Background: an optimization exercise with open tools, aiming at small area. Do not read the settings as production practice.
At most, simulation tests tie the RTL to the original design; equivalence was not proved.
No activity file was given, so power comes from the tool's default toggle rates.

==> run H <==
## towerSceneTop
module towerSceneTop (
	input logic clk,
	input logic resetN,
	input logic startOfFrame,
	input logic pause,
	input logic [21:0] pixel,  
	output logic [7:0] rgb,
	output logic towerPixel
);
	logic [8:0] column;
	logic tower;
	logic alt;
	spawnPosition u_spawnPosition (
		.clk (clk),
		.resetN (resetN),
		.startOfFrame (startOfFrame),
		.column (column)
	);
	towerField u_towerField (
		.clk (clk),
		.resetN (resetN),
		.startOfFrame (startOfFrame),
		.pause (pause),
		.px (pixel[21:11]),
		.py (pixel[10:0]),
		.column (column),
		.tower (tower),
		.alt (alt)
	);
	pixelMux u_pixelMux (
		.clk (clk),
		.resetN (resetN),
		.tower (tower),
		.alt (alt),
		.rgb (rgb),
		.towerPixel (towerPixel)
	);
endmodule
==> module towerField, before the edit <==
module towerField (
	input logic clk,
	input logic resetN,
	input logic startOfFrame,
	input logic pause,
	input logic [10:0] px,
	input logic [10:0] py,
	input logic [8:0] column,
	output logic tower,
	output logic alt
);
	localparam int N = gamePkg::MAX_TOWERS;
	localparam logic [9:0] SPAWN_ROW = 10'(gamePkg::SPAWN_TY + 64);
	localparam logic [9:0] SPAWN_ROWN = ~SPAWN_ROW;
	logic [3:0] spawned;  
	logic fresh;  
	logic [6:0] addTimer;
	logic [3:0] count;
	assign count = spawned + {3'b000, fresh};
	always_ff @(posedge clk or negedge resetN) begin
		if (!resetN) begin
			spawned <= '0;
			fresh <= 1'b1;
			addTimer <= 7'(gamePkg::TOWERS_WAIT);
		end else if (startOfFrame) begin
			spawned <= count;
			fresh <= (addTimer == '0) && (count != 4'(N));
			if (addTimer != '0) begin
				addTimer <= addTimer - 1'b1;
			end else begin
				addTimer <= 7'(gamePkg::TOWERS_WAIT);
			end
		end
	end
	logic [11:0] xs;
	logic [11:0] ys;
	logic xIn;
	logic yIn;
	assign xs = {1'b0, px} - 12'd64;
	assign ys = {1'b0, py} + 12'd64;
	assign xIn = xs[11:10] == 2'b00;
	assign yIn = ys[11:10] == 2'b00;
	logic valid [N];
	logic hitT [N];
	logic opaqueT [N];
	logic windowT [N];
	genvar i;
	generate
		for (i = 0; i < N; i++) begin : g_tower
			logic [8:0] colN;
			logic [9:0] rowN;
			logic [3:0] frac;
			logic respawn;
			logic respawnNow;
			logic fall;
			logic carry;
			logic [10:0] inc;  
			logic [9:0] sx;  
			logic [10:0] cx;
			logic [9:0] sy;  
			logic [10:0] cy;
			logic hitX;
			logic hitY;
			assign valid[i] = spawned > 4'(i);
			assign respawn = !valid[i] || !(rowN[9] || rowN[5]);
			assign respawnNow = startOfFrame && respawn;
			assign fall = startOfFrame && !pause;
			always_ff @(posedge clk) begin
				if (respawnNow) begin
					colN <= ~column;
				end
			end
			assign carry = frac[3] || (frac[2] && frac[1] && frac[0]);
			assign inc[0] = fall && !carry;
			assign inc[1] = fall && (carry || !rowN[0]);
			for (genvar b = 2; b < 11; b++) begin : g_inc
				assign inc[b] = inc[b - 1] && !rowN[b - 1];
			end
			always_ff @(posedge clk) begin
				if (respawnNow) begin
					rowN <= SPAWN_ROWN;
					frac <= '0;
				end else begin
					rowN <= rowN ^ inc[9:0];
					frac[0] <= frac[0] ^ fall;
					frac[1] <= frac[1] ^ (fall && frac[0]);
					frac[2] <= frac[2] ^ (fall && frac[0] && frac[1]);
					frac[3] <= frac[3] ^ (fall && !(frac[0] && frac[1] && frac[2]));
				end
			end
			assign cx[0] = 1'b1;
			for (genvar b = 0; b < 9; b++) begin : g_ax
				assign sx[b] = xs[b] ^ colN[b] ^ cx[b];
				assign cx[b + 1] = (xs[b] && colN[b]) || (cx[b] && (xs[b] || colN[b]));
			end
			assign sx[9] = !(xs[9] ^ cx[9]);
			assign cx[10] = xs[9] || cx[9];
			assign hitX = xIn && cx[10] && (sx[9:5] == 5'h00) && !(sx[4] && sx[3] && sx[2]);
			assign cy[0] = 1'b1;
			for (genvar b = 0; b < 10; b++) begin : g_ay
				assign sy[b] = ys[b] ^ rowN[b] ^ cy[b];
				assign cy[b + 1] = (ys[b] && rowN[b]) || (cy[b] && (ys[b] || rowN[b]));
			end
			assign hitY = yIn && cy[10] && (sy[9:6] == 4'h0)
				&& !(sy[5] && sy[4] && sy[3] && (sy[2] || sy[1]));
			assign hitT[i] = valid[i] && hitX && hitY;
			towerShape u_shape (
				.ox (sx[4:0]),
				.oy (sy[5:0]),
				.opaque (opaqueT[i]),
				.window (windowT[i])
			);
		end
	endgenerate
	logic [10:0] parkedDy;
	logic parkedHit;
	logic parkedOpaque;
	logic parkedWindow;
	assign parkedDy = py - 11'(gamePkg::PARKED_TY);
	assign parkedHit = fresh && (px[10:5] == '0) && !(px[4] && px[3] && px[2])
		&& (py >= 11'(gamePkg::PARKED_TY)) && (py < 11'(gamePkg::PARKED_TY + gamePkg::TOWER_H));
	towerShape u_parkedShape (
		.ox (px[4:0]),
		.oy (parkedDy[5:0]),
		.opaque (parkedOpaque),
		.window (parkedWindow)
	);
	logic towerNext;
	logic altNext;
	always_comb begin
		logic anyHit;
		logic op;
		logic win;
		anyHit = 1'b0;
		op = 1'b0;
		win = 1'b0;
		for (int k = 0; k < N; k++) begin
			if (hitT[k]) begin
				anyHit = 1'b1;
				op = opaqueT[k];
				win = windowT[k];
			end
		end
		if (parkedHit) begin
			anyHit = 1'b1;
			op = parkedOpaque;
			win = parkedWindow;
		end
		towerNext = anyHit && op;
		altNext = towerNext ? win : (py >= 11'(gamePkg::GROUND_Y));
	end
	always_ff @(posedge clk or negedge resetN) begin
		if (!resetN) begin
			tower <= 1'b0;
			alt <= 1'b0;
		end else begin
			tower <= towerNext;
			alt <= altNext;
		end
	end
endmodule
export LEC_CHECK = 0
export CAP_MARGIN = 10
export CORE_MARGIN = 2
export CORE_UTILIZATION = 40
export GPL_TIMING_DRIVEN = 0
export SLEW_MARGIN = 10
create_clock -name core_clock -period 8.0 [get_ports {clk}]
standard.sh (not shown) runs the stock make flow with config.mk's settings and CLKGATE_MAP_FILE= SYNTH_SCRIPT=/design/flow/synth_recipe.tcl, a recipe that flattens the netlist after the stock synthesis.
==> flow/flow/run.sh <==
#!/bin/bash
# Layout flow: the standard synthesis unchanged, then an area re-mapping of its
# combinational cells with ABC (every register cell kept as it is, same instance and
# type), checked equal to the standard netlist by Yosys; then the standard ORFS flow from
# the floorplan on, with buf_1 cells as the port buffers.
# Each tool writes its full output to a log of its own in this folder.
set -euo pipefail
HERE=$PWD
R=$HERE/orfs/results/$FLOW_PLATFORM/towerSceneTop/base
LIB=$FLOW_HOME/platforms/$FLOW_PLATFORM/lib/sky130_fd_sc_hd__tt_025C_1v80.lib

# 1. standard synthesis
bash standard.sh $R/1_2_yosys.v > synth.log 2>&1
cp $R/1_2_yosys.v std_1_2_yosys.v

# 2. re-map the combinational logic for area
DONT=""
for c in $(grep -o 'cell *( *"\?sky130_fd_sc_hd__\(lpflow\|probe\)[a-z0-9_]*' $LIB | grep -o 'sky130_fd_sc_hd__[a-z0-9_]*' | sort -u); do
	DONT="$DONT -dont_use $c"
done
FFS=$(grep -o 'sky130_fd_sc_hd__[a-z0-9_]*' std_1_2_yosys.v | sort -u | grep -E '__(df|edf|sdf|dl)' | tr '\n' ' ')
cp flow/resyn.abc resyn.abc
cat > resyn.ys <<EOS
read_liberty -overwrite -setattr liberty_cell -ignore_miss_func $LIB
read_verilog std_1_2_yosys.v
hierarchy -top $FLOW_TOP
setattr -mod -set blackbox 1 $FFS
flatten
opt_clean
techmap
opt -fast
abc -script $HERE/resyn.abc -liberty $LIB $DONT
opt_clean
setundef -zero
splitnets
opt_clean -purge
hilomap -singleton -hicell sky130_fd_sc_hd__conb_1 HI -locell sky130_fd_sc_hd__conb_1 LO
insbuf -buf sky130_fd_sc_hd__buf_4 A X
opt_clean -purge
tee -o resyn_stat.txt stat -liberty $LIB
write_verilog -noattr -nohex -nodec resyn_1_2_yosys.v
EOS
USE=std
if yosys -s resyn.ys > resyn.log 2>&1; then
	# prove the new netlist equal to the standard one: every register cell cut into ports
	# (paired by instance name), then ABC proves the combinational miter unsatisfiable
	python3 flow/cutff.py std_1_2_yosys.v eq_gold.v
	python3 flow/cutff.py resyn_1_2_yosys.v eq_gate.v
	sed -i 's/\b_\([0-9][0-9]*\)_\b/zz\1_/g' eq_gate.v
	cat > equiv.ys <<EOS
read_liberty -overwrite -ignore_miss_func $LIB
read_verilog eq_gold.v
rename $FLOW_TOP gold
read_verilog eq_gate.v
rename $FLOW_TOP gate
flatten
opt_clean
miter -equiv -flatten gold gate miter
hierarchy -top miter
flatten
opt_clean
setundef -zero
techmap
aigmap
opt_clean
write_aiger miter.aig
EOS
	if yosys -s equiv.ys > equiv.log 2>&1; then
		yosys-abc -c "read miter.aig; print_stats; strash; iprove" > equiv_abc.log 2>&1 || true
		if grep -q '^UNSATISFIABLE' equiv_abc.log; then
			USE=resyn
		fi
	fi
fi
echo "netlist used: $USE" > netlist_used.txt
if [[ $USE == resyn ]]; then
	cp resyn_1_2_yosys.v $R/1_2_yosys.v
	touch $R/1_2_yosys.v
fi

# 3. the rest of the standard flow
export BUFFER_PORTS_ARGS="-buffer_cell sky130_fd_sc_hd__buf_1"
export CTS_ARGS="-sink_clustering_enable -repair_clock_nets -dont_use_dummy_load -buf_list {sky130_fd_sc_hd__clkbuf_8} -root_buf sky130_fd_sc_hd__clkbuf_8 -sink_clustering_size 16 -sink_clustering_max_diameter 80"
bash standard.sh > layout.log 2>&1
Other scripts of this flow, unchanged in this note and not shown: flow/flow/cutff.py, flow/flow/resyn.abc
==> inputs of run B, as changes to run H <==
Settings changed: CAP_MARGIN 10 to 20, CORE_UTILIZATION 40 to 60, SLEW_MARGIN 10 to 20.
==> inputs of run Y, as changes to run H <==
--- a/flow/design.v
+++ b/flow/design.v
@@ -44,4 +44,3 @@
 	localparam int N = gamePkg::MAX_TOWERS;
-	localparam logic [9:0] SPAWN_ROW = 10'(gamePkg::SPAWN_TY + 64);
-	localparam logic [9:0] SPAWN_ROWN = ~SPAWN_ROW;
+	localparam logic [9:0] SPAWN_ROWN = ~10'(gamePkg::SPAWN_TY + 64);
 	logic [3:0] spawned;  
--- a/flow/flow/run.sh
+++ b/flow/flow/run.sh
@@ -82,3 +82,3 @@
 export BUFFER_PORTS_ARGS="-buffer_cell sky130_fd_sc_hd__buf_1"
-export CTS_ARGS="-sink_clustering_enable -repair_clock_nets -dont_use_dummy_load -buf_list {sky130_fd_sc_hd__clkbuf_8} -root_buf sky130_fd_sc_hd__clkbuf_8 -sink_clustering_size 16 -sink_clustering_max_diameter 80"
+export CTS_ARGS="-sink_clustering_enable -repair_clock_nets -dont_use_dummy_load -buf_list {sky130_fd_sc_hd__clkbuf_8} -root_buf sky130_fd_sc_hd__clkbuf_16 -sink_clustering_size 12 -sink_clustering_max_diameter 60"
 bash standard.sh > layout.log 2>&1
Settings changed: CAP_MARGIN 10 to 0, SLEW_MARGIN 10 to 0.
==> inputs of run D, as changes to run H <==
--- a/flow/design.v
+++ b/flow/design.v
@@ -44,4 +44,3 @@
 	localparam int N = gamePkg::MAX_TOWERS;
-	localparam logic [9:0] SPAWN_ROW = 10'(gamePkg::SPAWN_TY + 64);
-	localparam logic [9:0] SPAWN_ROWN = ~SPAWN_ROW;
+	localparam logic [9:0] SPAWN_ROWN = ~10'(gamePkg::SPAWN_TY + 64);
 	logic [3:0] spawned;  
--- a/flow/flow/run.sh
+++ b/flow/flow/run.sh
@@ -82,3 +82,3 @@
 export BUFFER_PORTS_ARGS="-buffer_cell sky130_fd_sc_hd__buf_1"
-export CTS_ARGS="-sink_clustering_enable -repair_clock_nets -dont_use_dummy_load -buf_list {sky130_fd_sc_hd__clkbuf_8} -root_buf sky130_fd_sc_hd__clkbuf_8 -sink_clustering_size 16 -sink_clustering_max_diameter 80"
+export CTS_ARGS="-sink_clustering_enable -repair_clock_nets -dont_use_dummy_load -buf_list {sky130_fd_sc_hd__clkbuf_8} -root_buf sky130_fd_sc_hd__clkbuf_8 -sink_buffer_max_cap_derate 1.6"
 bash standard.sh > layout.log 2>&1
Settings changed: CAP_MARGIN 10 to 0, SLEW_MARGIN 10 to 0.
==> run notes <==
Run Y went through all stages and came out clean. Run D died in clock tree synthesis (4_1_cts) (CTS-0109). Run B completed with no timing, DRC or antenna violations. Run H went through all stages and came out clean.
Of run Y and run B, run B has the higher synthesized area (gap 0.28%, measured against run B).
Sequential cell count is the same in run H and run B.
Maximum frequency: run B < run H < run Y.
First-iteration DRC count: run B > run H > run Y.
Against run B, the non-clock buffer count of run H is higher by 3.
Via count: run H is higher than run Y (about 0.9%).
The lowest global-route usage belongs to run Y, the highest to run B.
Between run H and run D, the lower synthesized cell count is in run H (gap about 1.7%, measured against run D).
Of run B and run H, run H has the higher clock-buffer cell count (gap 1).
Of run Y and run H, run H has the higher worst hold slack (gap 0.0028 ns).
Combinational power: run Y is smaller than run B (54%).
==> figures <==
Shortest clock period the worst path allows after layout: run D -; run Y 7.154 ns; run B 7.694 ns; run H 7.521 ns
RSZ-0062 raised after global routing: run D -; run Y false; run B false; run H false
Clock Path Buffers: run D -; run Y 3; run B 3; run H 3
Number of hold-slack violations in the final timing report: run D -; run Y 0; run B 0; run H 0
Most frequent standard cell in the layout excluding fill and tap cells: run D -; run Y sky130_fd_sc_hd__nor2_1; run B sky130_fd_sc_hd__nor2_1; run H sky130_fd_sc_hd__nor2_1
Relative contribution of the clock network to total power: run D -; run Y 26.8%; run B 15.9%; run H 16.4%
Non-clock inverter count: run D -; run Y 176; run B 193; run H 193
Slew margin rel.: run D -; run Y 6.251%; run B 18.17%; run H 12.85%
Drt first-iter violations: run D -; run Y 814; run B 991; run H 897
Clock H-tree levels: run D -; run Y 1; run B 1; run H 1
Area after detailed placement: run D 0.01503 sq mm; run Y 0.01503 sq mm; run B 0.01490 sq mm; run H 0.01508 sq mm
Final critical-path setup slack: run D -; run Y 0.8461 ns; run B 0.3062 ns; run H 0.4793 ns
Pre-Repair DR Iteration Count: run D -; run Y 7; run B 7; run H 7
Topmost layer with routed signal wires: run D -; run Y met5; run B met4; run H met4
Share of final-layout standard cells stronger than drive strength 1: run D -; run Y 3.956%; run B 3.463%; run H 3.668%
Final critical-path share of the clock period: run D -; run Y 89.42%; run B 96.17%; run H 94.01%
Outcome: run D stopped before the end; run Y complete, no violations; run B complete, no violations; run H complete, no violations
Last stage reached: run D clock tree synthesis (4_1_cts); run Y -; run B -; run H -
Share of cell area taken by multi-input logic gates: run D -; run Y 46.29%; run B 47.00%; run H 46.31%
Non-filler cells, final: run D -; run Y 2376; run B 2196; run H 2343
Combined area of the multi-input logic cells: run D -; run Y 0.007171 sq mm; run B 0.007143 sq mm; run H 0.007139 sq mm
Worst Min Path Start: run D -; run Y u_pixelMux.stage2[0]; run B u_towerField.tower; run H u_pixelMux.stage2[1]
Placed instance count: run D 2345; run Y 2345; run B 2176; run H 2320
Worst r2r src: run D -; run Y u_towerField.spawned[1]; run B u_towerField.g_tower[0].colN[1]; run H u_towerField.g_tower[1].rowN[7]
Function not checked in run Y and run D: the RTL went through the layout flow alone.

## port drivers added, routing unchanged
In the flow no input, the clock included, has a driving cell. The finished layouts below were timed again as built, in two steps.
Step 1 sets driving cells, clkbuf_16 on the clock port and buf_2 on the other inputs (assumed; they add their load-dependent delay and slew).
Step 2 moves the port delays by t, midway between the first and last clock arrival at a register: inputs arrive t later, outputs are due t later. That takes back most of the time a late clock gives input paths.
Slacks: ideal ports / drivers / drivers and shift; pairs: ideal ports / drivers.
run | shift t [ns] | setup WS [ns] | slew at the worst register clock pin (ns) | worst data-port slew with drivers (ns)
run H | 0.606 | 0.479 / 0.509 / -0.097 | 0.11 / 0.11 | 0.04
run B | 0.595 | 0.306 / 0.329 / -0.265 | 0.11 / 0.11 | 0.06
run Y | 0.548 | 0.846 / 0.841 / 0.293 | 0.09 / 0.09 | 0.08
With both steps, setup timing fails in run H and run B, where it was met with ideal ports. For run H, which loses most, drivers alone change the setup slack by +0.030 ns; drivers and shift together by -0.576 ns.
